What follows belongs to an exercise in optimizing a design on an open flow for small area, a short achievable clock period and few clock cycles; a production flow would make more cautious choices. RTL that was checked went through simulation tests only; none was proved equivalent to the original.

v54:
Design rast_top, start of the top module:
module rast_top (
    input  logic        clk,
    input  logic        arst_n,
    input  logic        tri_valid,
    input  logic [47:0] tri_x,
    input  logic [47:0] tri_y,
    input  logic [23:0] tri_color,
    input  logic [15:0] screen_w,
    input  logic [15:0] screen_h,
    input  logic [1:0]  sub_sample,
    output logic        halt,
    output logic        hit_valid,
    output logic [15:0] hit_x,
    output logic [15:0] hit_y,
    output logic [23:0] hit_color
);
Settings: LEC_CHECK=0, ABC_CLOCK_PERIOD_IN_PS=3500, CAP_MARGIN=20, CORE_MARGIN=2, CORE_UTILIZATION=65, SETUP_SLACK_MARGIN=5, SLEW_MARGIN=20; clock period 9.0 ns.
run.sh (not shown) runs the stock make flow with config.mk's settings and CLKGATE_MAP_FILE= SYNTH_SCRIPT=/design/flow/synth_recipe.tcl, a recipe that flattens the netlist after the stock synthesis.
v54 reached the end of the flow, and the finished layout is clean on the timing, design-rule and antenna checks.
Testbench counts of v54, summed over its fixed seeds: cycles 18,444.
Inputs modified between v54 and v51:
# v54
export LEC_CHECK = 0
export ABC_CLOCK_PERIOD_IN_PS = 3500
export CAP_MARGIN = 20
export CORE_MARGIN = 2
export CORE_UTILIZATION = 65
export SETUP_SLACK_MARGIN = 5
export SLEW_MARGIN = 20
create_clock -name core_clock -period 9.0 [get_ports {clk}]
# v51
export LEC_CHECK = 0
export ABC_CLOCK_PERIOD_IN_PS = 3500
export CAP_MARGIN = 0
export CORE_MARGIN = 2
export CORE_UTILIZATION = 55
export SETUP_SLACK_MARGIN = 5
export SLEW_MARGIN = 0
create_clock -name core_clock -period 9.0 [get_ports {clk}]
Results
The capturing instance or port of the critical path comes out u_iter.u_e2.op[13] in one run and u_setup.acc0[27] in the other, namely in v51 and v54 respectively.
Run comparison: v54 startpoint of the worst setup timing path u_setup.acc0[10]; v51 startpoint of the worst setup timing path u_setup.vx2[1]
v51 vs v54 on worst hold slack: v51 is the lower one.
Comparing v54 and v51, maximum clock skew at final layout is higher on v51.
met2 wirelength from detailed routing ends up lower on v54.
v54 → v51: register share of the cell area lower.
Row critical path depth in cells: v51 higher / v54 lower
Going from v54 to v51, first-pass GRT wire length higher; data required time at the worst endpoint shows an increase of 0.15 ns; standard-cell row count saw an increase; via count of the first global-routing pass now sits lower.
Setup changes, v51 to v43
# v51
export LEC_CHECK = 0
export ABC_CLOCK_PERIOD_IN_PS = 3500
export CAP_MARGIN = 0
export CORE_MARGIN = 2
export CORE_UTILIZATION = 55
export SETUP_SLACK_MARGIN = 5
export SLEW_MARGIN = 0
create_clock -name core_clock -period 9.0 [get_ports {clk}]
# v43
export LEC_CHECK = 0
export ABC_CLOCK_PERIOD_IN_PS = 3500
export CAP_MARGIN = 20
export CORE_MARGIN = 2
export CORE_UTILIZATION = 55
export SETUP_SLACK_MARGIN = 5
export SLEW_MARGIN = 20
create_clock -name core_clock -period 9.0 [get_ports {clk}]
v43: full flow OK, the timing, design-rule and antenna checks passed. The post-route setup TNS of v51 and that of v43 are within noise of each other. Between v51 and v43, the length of routed met2 wiring figures differ only marginally. Total of clock buffers placed in the layout in v43 vs v51: down 3.8%. As far as simple-gate area share of the yosys netlist goes, v51 and v43 are indistinguishable; the numbers are identical. Part of the cycle the worst path needs essentially unchanged between v43 and v51. Compare v51 and v43 | non-clock buffer total of the final layout higher: v51. Diff v51 -> v43 | setup slack | increase of 0.013 ns. Looking at v51 and v43, the via count is a wash. | final design area excluding fillers | v51 vs v43 | ≈ equal |.
#### Input delta (v37 over v43)
# v43
export LEC_CHECK = 0
export ABC_CLOCK_PERIOD_IN_PS = 3500
export CAP_MARGIN = 20
export CORE_MARGIN = 2
export CORE_UTILIZATION = 55
export SETUP_SLACK_MARGIN = 5
export SLEW_MARGIN = 20
create_clock -name core_clock -period 9.0 [get_ports {clk}]
# v37
export LEC_CHECK = 0
export ABC_CLOCK_PERIOD_IN_PS = 3500
export CAP_MARGIN = 20
export CORE_MARGIN = 2
export CORE_UTILIZATION = 55
export SETUP_SLACK_MARGIN = 4.8
export SLEW_MARGIN = 20
create_clock -name core_clock -period 9.0 [get_ports {clk}]
==> notes.md <==
[v37] met2 layer wire length in the routed design fell 0.46% relative to v43
Sort v43 and v37 by worst path setup slack after routing asc -> top: v37
Summary of v37 over v43: design area went down by 0.61%, met1 global-route usage went down by 0.29 points.
Sort v43 and v37 by first-pass GRT wire length, ascending, and v37 comes first.
Relative to v43, fraction of area in registers has gone up in v37.
Going from v43 to v37, the logic depth of the worst setup path including buffers was found to have gone up by 1.
Across both runs, overall track demand over capacity in global routing was lower for v37 than for v43.
In v37 relative to v43, number of buffers created by CTS had gone up slightly.
v37 contains fewer vias than v43.

========
Another version of the RTL of rast_top (not shown whole).
For scale: about 7400 cells after synthesis, ~850 flip-flops, roughly 220 I/O pins.
make LEC_CHECK=0 ABC_CLOCK_PERIOD_IN_PS=3500 CAP_MARGIN=20 CORE_MARGIN=2 CORE_UTILIZATION=60 SETUP_SLACK_MARGIN=5 SLEW_MARGIN=20 finish   # period 9.0 ns
The first run finished with timing, DRC and antenna clean.
Edit:
CORE_UTILIZATION = 40   (was 60)
After rerunning: The changed run went through all stages and came out clean; synthesized cell count is unchanged; die area climbs by 49%; global-route usage fell by 13 points; design area rose by 1.1%; clock-buffer cell count is higher by 13; setup slack degrades by 64 ps; sequential share of layout area went down by 0.32 points.
No functional check of the RTL was part of any run of this note.

========
Another version of the RTL of rast_top (not shown whole).
Size in the first run: ~7200 cells after synthesis, ~940 flip-flops, about 220 I/O pins.
==> flow/config.mk <==
export PLATFORM = sky130hd
export DESIGN_NAME = rast_top
export DESIGN_NICKNAME = rast_top
export VERILOG_FILES = /design/flow/design.v
export SDC_FILE = /design/flow/constraint.sdc
export NUM_CORES = 4
export LEC_CHECK = 0
export ABC_CLOCK_PERIOD_IN_PS = 3500
export CAP_MARGIN = 20
export CORE_MARGIN = 2
export CORE_UTILIZATION = 55
export SETUP_SLACK_MARGIN = 5
export SLEW_MARGIN = 20
==> flow/constraint.sdc <==
create_clock -name core_clock -period 9.0 [get_ports {clk}]
set_input_delay 1.8000 -clock core_clock [delete_from_list [all_inputs] [get_ports {clk}]]
set_output_delay 1.8000 -clock core_clock [all_outputs]
set_load 0.01 [all_outputs]
The baseline ran to the end with no violations.
Testbench counts at the start, summed over its fixed seeds: cycles 18,253.
==> next run, changes <==
Settings changed: CORE_UTILIZATION 55 to 40.
What happened: The new run went through all stages and came out clean; global-route usage is lower by 8.7 points; hold slack gets worse by 8.2 ps; wire length increases by 2.4%; cell area rises by 1.6%; sequential share of layout area went down by 0.51 points; die area went up by 37%.

-- what the ideal ports hide --
The results above use ideal ports. As a check the final layouts listed here were re-extracted and re-timed, cells and wires unchanged. Step 1: set_driving_cell puts a clkbuf_16 on clk and a buf_2 on each other input, an assumption about the parent block. Step 2, shift: input delay + t, output delay - t, t = (earliest + latest rising clock arrival at the registers) / 2. This alone moves slack from input paths to output paths. Slacks: ideal / step 1 / step 2; pairs: ideal / step 1.
run	t (ns)	setup WS [ns]	worst slew at a driven data input, ns	cell pins on the clock port's net
v54	0.817	4.992 / 4.992 / 4.354	0.08	1
v51	0.825	4.994 / 4.994 / 4.391	0.07	1
v43	0.832	5.007 / 5.007 / 4.389	0.06	1
v37	0.826	4.875 / 4.875 / 4.243	0.08	1
the first run of note 2	0.803	4.157 / 4.157 / 4.157	0.05	1
the second run of note 2	0.843	4.093 / 4.093 / 4.093	0.07	1
the first run of note 3	0.813	4.797 / 4.797 / 4.298	0.05	1
the second run of note 3	0.842	4.612 / 4.612 / 4.303	0.05	1
After both steps every run listed still meets setup and hold. The setup slack of v54, which loses most, moves by 0.000 ns with the drivers and by -0.638 ns with both steps.
